Context: an optimization exercise on an open-source flow, tuned for small area, a short achievable clock period and few clock cycles. The choices shown serve that exercise and are no tape-out recipe. The RTL was checked by simulation tests, not by an equivalence proof against the original design. Power and IR drop assume default switching activity.

==> design/flow/design.v <==
package rfpwc_pkg;
    localparam int PADDR_W = 4;
    localparam int PDATA_W = 32;
    localparam logic [1:0] REG_MIN_WIDTH     = 2'd0;
    localparam logic [1:0] REG_MAX_WIDTH     = 2'd1;
    localparam logic [1:0] REG_SILENCE_LIMIT = 2'd2;
    localparam logic [1:0] REG_MIN_PULSES    = 2'd3;
    localparam logic [11:0] MIN_WIDTH_RST     = 12'd300;
    localparam logic [11:0] MAX_WIDTH_RST     = 12'd2500;
    localparam logic [15:0] SILENCE_LIMIT_RST = 16'd25000;
    localparam logic [9:0]  MIN_PULSES_RST    = 10'd45;
    localparam logic MODE_SAMPLE = 1'b0;
    localparam logic MODE_READ   = 1'b1;
    localparam logic [2:0] KIND_NONE         = 3'd0;
    localparam logic [2:0] KIND_FRAME_READY  = 3'd1;
    localparam logic [2:0] KIND_PULSE        = 3'd2;
    localparam logic [2:0] KIND_FRAME_DROP   = 3'd3;
    localparam logic [2:0] KIND_NOTHING_HELD = 3'd4;
    localparam logic [15:0] TICKS_MAX = 16'hFFFF;
    typedef struct packed {
        logic mode;
        logic pin_level;
    } item_t;
    typedef struct packed {
        logic [2:0]  kind;
        logic [11:0] pulse_width;
        logic        pulse_level;
        logic [9:0]  pulse_count;
        logic        last;
    } result_t;
    typedef struct packed {
        logic [11:0] min_width;
        logic [11:0] max_width;
        logic [15:0] silence_limit;
        logic [9:0]  min_pulses;
    } cfg_t;
    typedef struct packed {
        logic [2:0]  kind;
        logic        wr_en;
        logic        rd_en;
        logic [11:0] width;
        logic        level;
        logic [9:0]  count;
        logic        last;
    } cmd_t;
endpackage
module rfpwc_front #(
    parameter int MAX_PULSES = 512,
    parameter int ADDR_W     = 9,
    parameter int CNT_W      = 10
) (
    input  logic                 clk,
    input  logic                 rst_n,
    input  logic                 accept,
    input  rfpwc_pkg::item_t     item,
    input  rfpwc_pkg::cfg_t      cfg,
    output rfpwc_pkg::cmd_t      cmd,
    output logic [ADDR_W-1:0]    cmd_addr
);
    localparam int CMP_W = (CNT_W > 10) ? CNT_W : 10;
    logic             prev_level_reg, prev_level_next;
    logic [15:0]      ticks_reg, ticks_next;
    logic [CNT_W-1:0] stored_count_reg, stored_count_next;
    logic             frame_held_reg, frame_held_next;
    logic [CNT_W-1:0] read_index_reg, read_index_next;
    logic [15:0]      t_inc;
    logic [CNT_W-1:0] read_index_inc;
    logic             in_window;
    logic             has_room;
    assign t_inc = (ticks_reg == rfpwc_pkg::TICKS_MAX) ? ticks_reg : ticks_reg + 16'd1;
    assign read_index_inc = read_index_reg + CNT_W'(1);
    assign in_window = (t_inc > {4'd0, cfg.min_width}) && (t_inc < {4'd0, cfg.max_width});
    assign has_room = (stored_count_reg < CNT_W'(MAX_PULSES));
    always_comb
    begin
        prev_level_next   = prev_level_reg;
        ticks_next        = ticks_reg;
        stored_count_next = stored_count_reg;
        frame_held_next   = frame_held_reg;
        read_index_next   = read_index_reg;
        cmd               = '0;
        cmd.kind          = rfpwc_pkg::KIND_NONE;
        cmd_addr          = '0;
        if (item.mode == rfpwc_pkg::MODE_READ)
        begin
            if (!frame_held_reg || (read_index_reg >= stored_count_reg))
            begin
                cmd.kind = rfpwc_pkg::KIND_NOTHING_HELD;
            end
            else
            begin
                cmd.kind        = rfpwc_pkg::KIND_PULSE;
                cmd.rd_en       = 1'b1;
                cmd_addr        = read_index_reg[ADDR_W-1:0];
                cmd.count       = 10'(stored_count_reg);
                cmd.last        = (read_index_inc == stored_count_reg);
                read_index_next = read_index_inc;
                if (cmd.last)
                begin
                    frame_held_next   = 1'b0;
                    stored_count_next = '0;
                    read_index_next   = '0;
                end
            end
        end
        else if (!frame_held_reg)
        begin
            if (item.pin_level != prev_level_reg)
            begin
                if (in_window && has_room)
                begin
                    cmd.wr_en         = 1'b1;
                    cmd_addr          = stored_count_reg[ADDR_W-1:0];
                    cmd.width         = t_inc[11:0];
                    cmd.level         = prev_level_reg;
                    stored_count_next = stored_count_reg + CNT_W'(1);
                end
                prev_level_next = item.pin_level;
                ticks_next      = '0;
            end
            else
            begin
                ticks_next = t_inc;
            end
            if ((stored_count_next != '0) && (ticks_next > cfg.silence_limit))
            begin
                cmd.count = 10'(stored_count_next);
                if (CMP_W'(stored_count_next) >= CMP_W'(cfg.min_pulses))
                begin
                    cmd.kind        = rfpwc_pkg::KIND_FRAME_READY;
                    frame_held_next = 1'b1;
                    read_index_next = '0;
                end
                else
                begin
                    cmd.kind          = rfpwc_pkg::KIND_FRAME_DROP;
                    stored_count_next = '0;
                end
            end
        end
    end
    always_ff @(posedge clk or negedge rst_n)
    begin
        if (!rst_n)
        begin
            prev_level_reg   <= 1'b0;
            ticks_reg        <= '0;
            stored_count_reg <= '0;
            frame_held_reg   <= 1'b0;
            read_index_reg   <= '0;
        end
        else if (accept)
        begin
            prev_level_reg   <= prev_level_next;
            ticks_reg        <= ticks_next;
            stored_count_reg <= stored_count_next;
            frame_held_reg   <= frame_held_next;
            read_index_reg   <= read_index_next;
        end
    end
endmodule
module rfpwc_queue #(
    parameter int WIDTH = 32
) (
    input  logic             clk,
    input  logic             rst_n,
    input  logic             push,
    input  logic [WIDTH-1:0] push_data,
    output logic             full,
    input  logic             pop,
    output logic             valid,
    output logic [WIDTH-1:0] pop_data
);
    localparam int DEPTH = 4;
    localparam int PTR_W = 2;
    logic [WIDTH-1:0] slot_reg [DEPTH];
    logic [PTR_W-1:0] wr_ptr_reg, rd_ptr_reg;
    logic [PTR_W:0]   count_reg, count_next;
    assign full     = (count_reg == (PTR_W+1)'(DEPTH));
    assign valid    = (count_reg != '0);
    assign pop_data = slot_reg[rd_ptr_reg];
    always_comb
    begin
        count_next = count_reg;
        if (push && !pop)
        begin
            count_next = count_reg + (PTR_W+1)'(1);
        end
        else if (pop && !push)
        begin
            count_next = count_reg - (PTR_W+1)'(1);
        end
    end
    always_ff @(posedge clk)
    begin
        if (push)
        begin
            slot_reg[wr_ptr_reg] <= push_data;
        end
    end
    always_ff @(posedge clk or negedge rst_n)
    begin
        if (!rst_n)
        begin
            wr_ptr_reg <= '0;
            rd_ptr_reg <= '0;
            count_reg  <= '0;
        end
        else
        begin
            if (push)
            begin
                wr_ptr_reg <= wr_ptr_reg + PTR_W'(1);
            end
            if (pop)
            begin
                rd_ptr_reg <= rd_ptr_reg + PTR_W'(1);
            end
            count_reg <= count_next;
        end
    end
endmodule
module rfpwc_back #(
    parameter int MAX_PULSES = 512,
    parameter int ADDR_W     = 9
) (
    input  logic                   clk,
    input  logic                   rst_n,
    input  logic                   q_valid,
    input  rfpwc_pkg::cmd_t        q_cmd,
    input  logic [ADDR_W-1:0]      q_addr,
    output logic                   q_pop,
    output logic                   result_valid,
    input  logic                   result_stall,
    output rfpwc_pkg::result_t     result
);
    logic [12:0]     store_mem [MAX_PULSES];
    logic [12:0]     rd_data_reg;
    rfpwc_pkg::cmd_t out_cmd_reg;
    logic            out_valid_reg;
    logic            is_pulse;
    assign q_pop = q_valid && (!out_valid_reg || !result_stall);
    always_ff @(posedge clk)
    begin
        if (q_pop && q_cmd.wr_en)
        begin
            store_mem[q_addr] <= {q_cmd.width, q_cmd.level};
        end
        if (q_pop && q_cmd.rd_en)
        begin
            rd_data_reg <= store_mem[q_addr];
        end
        if (q_pop)
        begin
            out_cmd_reg <= q_cmd;
        end
    end
    always_ff @(posedge clk or negedge rst_n)
    begin
        if (!rst_n)
        begin
            out_valid_reg <= 1'b0;
        end
        else if (q_pop)
        begin
            out_valid_reg <= 1'b1;
        end
        else if (!result_stall)
        begin
            out_valid_reg <= 1'b0;
        end
    end
    assign is_pulse = (out_cmd_reg.kind == rfpwc_pkg::KIND_PULSE);
    assign result_valid       = out_valid_reg;
    assign result.kind        = out_cmd_reg.kind;
    assign result.pulse_width = is_pulse ? rd_data_reg[12:1] : 12'd0;
    assign result.pulse_level = is_pulse ? rd_data_reg[0] : 1'b0;
    assign result.pulse_count = out_cmd_reg.count;
    assign result.last        = out_cmd_reg.last;
endmodule
module rf_pulse_width_capture #(
    parameter int MAX_PULSES = 128
) (
    input  logic                              clk,
    input  logic                              rst_n,
    input  logic                              item_valid,
    output logic                              item_stall,
    input  rfpwc_pkg::item_t                  item,
    output logic                              result_valid,
    input  logic                              result_stall,
    output rfpwc_pkg::result_t                result,
    input  logic                              psel,
    input  logic                              penable,
    input  logic                              pwrite,
    input  logic [rfpwc_pkg::PADDR_W-1:0]     paddr,
    input  logic [rfpwc_pkg::PDATA_W-1:0]     pwdata,
    output logic [rfpwc_pkg::PDATA_W-1:0]     prdata,
    output logic                              pready
);
    localparam int ADDR_W = (MAX_PULSES > 1) ? $clog2(MAX_PULSES) : 1;
    localparam int CNT_W  = $clog2(MAX_PULSES + 1);
    localparam int CMD_W  = 29;  
    localparam int Q_W    = ADDR_W + CMD_W;
    rfpwc_pkg::cfg_t cfg_reg;
    logic            cfg_wr;
    logic [1:0]      reg_sel;
    logic            accept;
    rfpwc_pkg::cmd_t f_cmd;
    logic [ADDR_W-1:0] f_addr;
    logic            q_full;
    logic            q_valid;
    logic            q_pop;
    logic [Q_W-1:0]  q_data;
    assign pready  = 1'b1;
    assign reg_sel = paddr[3:2];
    assign cfg_wr  = psel && penable && pwrite && pready;
    always_ff @(posedge clk or negedge rst_n)
    begin
        if (!rst_n)
        begin
            cfg_reg.min_width     <= rfpwc_pkg::MIN_WIDTH_RST;
            cfg_reg.max_width     <= rfpwc_pkg::MAX_WIDTH_RST;
            cfg_reg.silence_limit <= rfpwc_pkg::SILENCE_LIMIT_RST;
            cfg_reg.min_pulses    <= rfpwc_pkg::MIN_PULSES_RST;
        end
        else if (cfg_wr)
        begin
            case (reg_sel)
                rfpwc_pkg::REG_MIN_WIDTH:     cfg_reg.min_width     <= pwdata[11:0];
                rfpwc_pkg::REG_MAX_WIDTH:     cfg_reg.max_width     <= pwdata[11:0];
                rfpwc_pkg::REG_SILENCE_LIMIT: cfg_reg.silence_limit <= pwdata[15:0];
                rfpwc_pkg::REG_MIN_PULSES:    cfg_reg.min_pulses    <= pwdata[9:0];
                default: ;
            endcase
        end
    end
    always_comb
    begin
        case (reg_sel)
            rfpwc_pkg::REG_MIN_WIDTH:     prdata = {20'd0, cfg_reg.min_width};
            rfpwc_pkg::REG_MAX_WIDTH:     prdata = {20'd0, cfg_reg.max_width};
            rfpwc_pkg::REG_SILENCE_LIMIT: prdata = {16'd0, cfg_reg.silence_limit};
            rfpwc_pkg::REG_MIN_PULSES:    prdata = {22'd0, cfg_reg.min_pulses};
            default:                      prdata = '0;
        endcase
    end
    assign item_stall = q_full;
    assign accept     = item_valid && !q_full;
    rfpwc_front #(
        .MAX_PULSES (MAX_PULSES),
        .ADDR_W     (ADDR_W),
        .CNT_W      (CNT_W)
    ) u_front (
        .clk      (clk),
        .rst_n    (rst_n),
        .accept   (accept),
        .item     (item),
        .cfg      (cfg_reg),
        .cmd      (f_cmd),
        .cmd_addr (f_addr)
    );
    rfpwc_queue #(
        .WIDTH (Q_W)
    ) u_queue (
        .clk       (clk),
        .rst_n     (rst_n),
        .push      (accept),
        .push_data ({f_addr, f_cmd}),
        .full      (q_full),
        .pop       (q_pop),
        .valid     (q_valid),
        .pop_data  (q_data)
    );
    rfpwc_back #(
        .MAX_PULSES (MAX_PULSES),
        .ADDR_W     (ADDR_W)
    ) u_back (
        .clk          (clk),
        .rst_n        (rst_n),
        .q_valid      (q_valid),
        .q_cmd        (q_data[CMD_W-1:0]),
        .q_addr       (q_data[Q_W-1:CMD_W]),
        .q_pop        (q_pop),
        .result_valid (result_valid),
        .result_stall (result_stall),
        .result       (result)
    );
endmodule
==> design/flow/run.sh <==
#!/bin/bash
# synth_recipe.tcl (not shown) runs the flow's synth.tcl, then flattens the netlist and writes it again
# the make line also repeats each setting of config.mk as NAME=value (left out here)
make -C /OpenROAD-flow-scripts/flow DESIGN_CONFIG=/design/flow/config.mk WORK_HOME=/design/flow/orfs CLKGATE_MAP_FILE= SYNTH_SCRIPT=/design/flow/synth_recipe.tcl finish
==> design/flow/config.mk <==
export PLATFORM = sky130hd
export DESIGN_NAME = rf_pulse_width_capture
export DESIGN_NICKNAME = rf_pulse_width_capture
export VERILOG_FILES = /design/flow/design.v
export SDC_FILE = /design/flow/constraint.sdc
export NUM_CORES = 4
export LEC_CHECK = 0
export CAP_MARGIN = 20
export CORE_MARGIN = 2
export CORE_UTILIZATION = 40
export SLEW_MARGIN = 20
==> design/flow/constraint.sdc <==
create_clock -name core_clock -period 10.0 [get_ports {clk}]
set_input_delay 2.0000 -clock core_clock [delete_from_list [all_inputs] [get_ports {clk}]]
set_output_delay 2.0000 -clock core_clock [all_outputs]
set_load 0.01 [all_outputs]
==> run notes <==
==> layout by cell type, fill, tap and decap left out, types with 30 or more instances in the layout <==
cell,count
sky130_fd_sc_hd__nor2_1,147
sky130_fd_sc_hd__o21ai_0,87
sky130_fd_sc_hd__mux4_2,30
sky130_fd_sc_hd__nand4_1,74
sky130_fd_sc_hd__clkinv_1,47
sky130_fd_sc_hd__buf_4,164
sky130_fd_sc_hd__nor2_2,42
sky130_fd_sc_hd__dfrtp_1,72
sky130_fd_sc_hd__nand2_1,126
sky130_fd_sc_hd__a31oi_1,148
sky130_fd_sc_hd__a22oi_1,502
sky130_fd_sc_hd__inv_1,82
sky130_fd_sc_hd__a221oi_1,169
sky130_fd_sc_hd__a22o_1,169
sky130_fd_sc_hd__clkbuf_1,44
sky130_fd_sc_hd__clkbuf_16,189
sky130_fd_sc_hd__ha_1,63
sky130_fd_sc_hd__clkdlybuf4s50_1,68
sky130_fd_sc_hd__edfxtp_1,1825
sky130_fd_sc_hd__nand3_1,30
==> power breakdown <==
part / switching (W) / internal (W)
Sequential: 0.000159 / 0.0106
Combinational: 0.00594 / 0.00210
Clock: 0.00300 / 0.00369
Total: 0.00910 / 0.0164
==> stage by stage <==
stage	setup WS, ns	std cells	hold WS [ns]
3_5_place_dp	2.61	6570	0.481
6_report	2.59	6905	0.492
3_3_place_gp	2.67	6570	0.474
2_1_floorplan	3.91	4247	0.456
4_1_cts	2.57	6904	0.496
5_1_grt	1.93	6905	0.518
==> kinds of logic (layout without fill, tap and decap cells) <==
logic type	Yosys count	after routing	synth area share [%]
flops	1917	1917	78.3
xor+xnor	35	35	0.439
mux	78	78	1.85
compound gates	1188	1188	12.2
simple gates	576	576	3.95
fa+ha+maj	64	64	1.11
buf+inv	370	658	2.06
other cells	2	19	0.0103
==> cell type report <==
class	count	area, um^2
multi-input combinational	1960	14600
fill	15200	98100
inverter	82	308
tap	2370	2970
sequential	1917	57100
clock inverter	97	820
clock buffer	237	4950
timing repair buffer	242	2110
==> metal layers <==
layer / GRT usage [%] / up-vias
met3: 3.83 / 274
met5: 0 / -
met2: 33.5 / 2069
met4: 6.76 / 0
met1: 30.3 / 21500
li1: - / 17700
==> path summary, 6_finish.rpt <==
kind                            slack [ns]                 endpoint                  from  cells after the start
worst max-delay path                  2.59  u_queue.slot_reg[1][27]  u_front.ticks_reg[0]                     27
worst min register to register        0.49     u_queue.count_reg[2]  u_queue.count_reg[2]                      1
max in group asynchronous             7.63    u_queue.rd_ptr_reg[0]                 rst_n                      2
worst max register to register        2.59  u_queue.slot_reg[1][27]  u_front.ticks_reg[0]                     27
min in group asynchronous             1.18              cfg_reg[26]                 rst_n                      1
worst min-delay path                  0.49     u_queue.count_reg[2]  u_queue.count_reg[2]                      1
==> critical path, cell delays in order, from the launching register on <==
cell and delay [ns]:
sky130_fd_sc_hd__dfrtp_1 0.55, sky130_fd_sc_hd__ha_1 0.32, sky130_fd_sc_hd__nand4_4 0.21, sky130_fd_sc_hd__or4_1 0.67, sky130_fd_sc_hd__nand4_1 0.22, sky130_fd_sc_hd__nor2_1 0.11, sky130_fd_sc_hd__and3_1 0.20, sky130_fd_sc_hd__xnor2_1 0.37
sky130_fd_sc_hd__inv_1 0.13, sky130_fd_sc_hd__ha_1 0.33, sky130_fd_sc_hd__nand4_1 0.16, sky130_fd_sc_hd__nor3_1 0.22, sky130_fd_sc_hd__o221ai_1 0.14, sky130_fd_sc_hd__o21a_1 0.25, sky130_fd_sc_hd__or4b_1 0.63, sky130_fd_sc_hd__nor2_1 0.14
sky130_fd_sc_hd__ha_1 0.23, sky130_fd_sc_hd__mux2i_1 0.39, sky130_fd_sc_hd__ha_1 0.32, sky130_fd_sc_hd__nand2b_1 0.14, sky130_fd_sc_hd__a21oi_1 0.16, sky130_fd_sc_hd__nor2b_1 0.06, sky130_fd_sc_hd__o21ai_0 0.14, sky130_fd_sc_hd__a21oi_1 0.08
sky130_fd_sc_hd__o211ai_1 0.16, sky130_fd_sc_hd__a211o_1 0.25, sky130_fd_sc_hd__inv_1 0.11, sky130_fd_sc_hd__o21ai_0 0.44
==> flow_metrics.py <==
metrics = {
    "floorplanning": {
        "start_util_pct": 40.3,
        "die_w_um": 431,
        "top_level_ports": 107,
        "fp-row-count": 156,
        "die-area_mm2": 0.186,
        "coreArea_mm2": 0.181,
        "die-height_um": 431,
    },
    "sta": {
        "final-setup-viol-count": 0,
        "fmax_mhz": 135,
        "crit_share_post_route_pct": 74.1,
        "number_of_hold_violations_in_the_final_report": 0,
        "timing.slew.headroom_pct": 25.9,
        "worst-slew-pin-transition_ns": 1.11,
        "min_clock_period_post_route_ns": 7.41,
        "timing_max_transition_violations_final": 0,
        "finClkSkew_ns": 0.0572,
        "final.setup.tns_ns": 0,
        "grt_setup_unrepaired": "false",
    },
    "synth": {
        "yosysTopAreaCell": "sky130_fd_sc_hd__edfxtp_1",
        "netlist_area_mm2": 0.0729,
        "dominantRegCellSynth": "sky130_fd_sc_hd__edfxtp_1",
        "syn-instance-count": 4230,
        "netlist.area_leader.share_pct": 75.2,
        "synth_seq_cells": 1917,
        "synth_common_cells": "1825 x sky130_fd_sc_hd__edfxtp_1, 502 x sky130_fd_sc_hd__a22oi_1, 190 x sky130_fd_sc_hd__nor2_1",
        "yosysWarningCount": 4,
        "synth_enable_flop_cells": 1825,
        "synth_async_sr_flop_share_pct": 4.80,
        "synth_most_common_cell": "sky130_fd_sc_hd__edfxtp_1",
        "post_synth_num_cell_types": 76,
        "synth.area.top_cells": "sky130_fd_sc_hd__edfxtp_1 75%, sky130_fd_sc_hd__a22oi_1 5.2%, sky130_fd_sc_hd__dfrtp_1 2.5%",
        "average_instance_area_after_synthesis_um2": 17.2,
        "ys_seq_area_share_pct": 78.3,
    },
    "routing": {
        "routed-wl-met2_mm": 95.1,
        "post_drt_wl_per_cell_um": 29.2,
        "detailedRoute.firstIterationViolations": 5760,
        "vias_per_cell": 6.02,
        "routed-via-count": 41600,
        "route.detailed.drc": 0,
        "postRouteWirelength_mm": 202,
        "routed.top_layer": "met4",
        "route.antenna.remaining_nets": 0,
        "drt-pass1-iter-count": 6,
        "route.met3.wl_mm": 17.5,
        "met1Wirelength_mm": 83.1,
    },
    "global_route": {
        "global_routing_usage_summed_across_all_routing_layers_pct": 21.4,
        "globalRoute.totalOverflow": 0,
        "grt_antenna_before_repair": 3,
        "maximum_number_of_pins_on_one_net_before_global_route_repair": 105,
        "grt_pass1_wl_mm": 290,
        "first_global_vias": 40200,
    },
    "layout": {
        "n_antenna_cell": 0,
        "flow.area_growth_from_synthesis_pct": 13.6,
        "final_nets": 4498,
        "largest_reg_flops": 1664,
        "finalCoreUtilization_pct": 45.8,
        "drive_above_1_share_pct": 12.9,
        "layout.cell_area.non_filler_mm2": 0.0829,
    },
    "pwr": {
        "power-per-cell-area_mw_per_mm2": 308,
        "irDropWorstVdd_v": 0.000259,
        "leakage_nw": 26.1,
        "finalPower_w": 0.0255,
    },
    "clocking": {
        "worst_setup_hold_path_clk_slew_ns": 0.06,
        "cts_tree": "done",
        "cts-root-to-sink-buffers": 3,
        "htree_levels": 4,
        "ctsRootBufferMaster": "sky130_fd_sc_hd__clkbuf_16",
        "cts_setup_buffers": 0,
        "worstSkewPairLatency_ns": 0.83,
        "cts-buffers-inserted": 186,
        "cts_hold_buf": 0,
        "clock_sinks": 1917,
        "postCtsResizedCells": 0,
    },
    "placement": {
        "dpl_cell_area_mm2": 0.0771,
        "detailedPlacementHpwl_mm": 115,
        "port_buffers": 69,
        "gp_routability_congestion": 0.838,
    },
    "worst_setup_path": {
        "timing.critical_path.fanout_max": 11,
        "timing_worst_setup_path_type": "flop to flop",
        "cp-start-kind": "flop",
        "arrival_ns": 7.95,
        "setup.worst_path.end_class": "flop",
        "timing.critical_path.required_ns": 10.54,
    },
    "hold_path": {
        "min_path_type": "flop to flop",
    },
    "status": {
        "outcome": "complete, no violations",
    },
    "run": {
        "maxCapViolations": 0,
    },
}
Testbench counts, summed over its fixed seeds: cycles 178,884.

## afterwards: timing with drivers on the ports
No port has a modelled driver above. Below, the same layout with a new extraction and two added sets of constraints. Step 1: set_driving_cell puts a clkbuf_16 on clk and a buf_2 on each other input, an assumption about the parent block. Step 2 adds t to the input delays and takes it off the output delays; t is the mean of the earliest and latest rising clock arrival at the registers after step 1. Input paths then give back, and output paths get back, about the clock's delay inside the block. Three values: ideal, step 1, step 2; two values: the first two.
t, ns: 0.875
slack for setup (ns): 2.594 / 2.594 / 2.594
hold WS [ns]: 0.492 / 0.492 / 0.492
slew at the worst register clock pin (ns): 0.07 / 0.07
cell pins on the clock port's net: 1
After both steps setup and hold are still met in this run. The setup slack of this run moves by 0.000 ns with the drivers and by 0.000 ns with both steps.
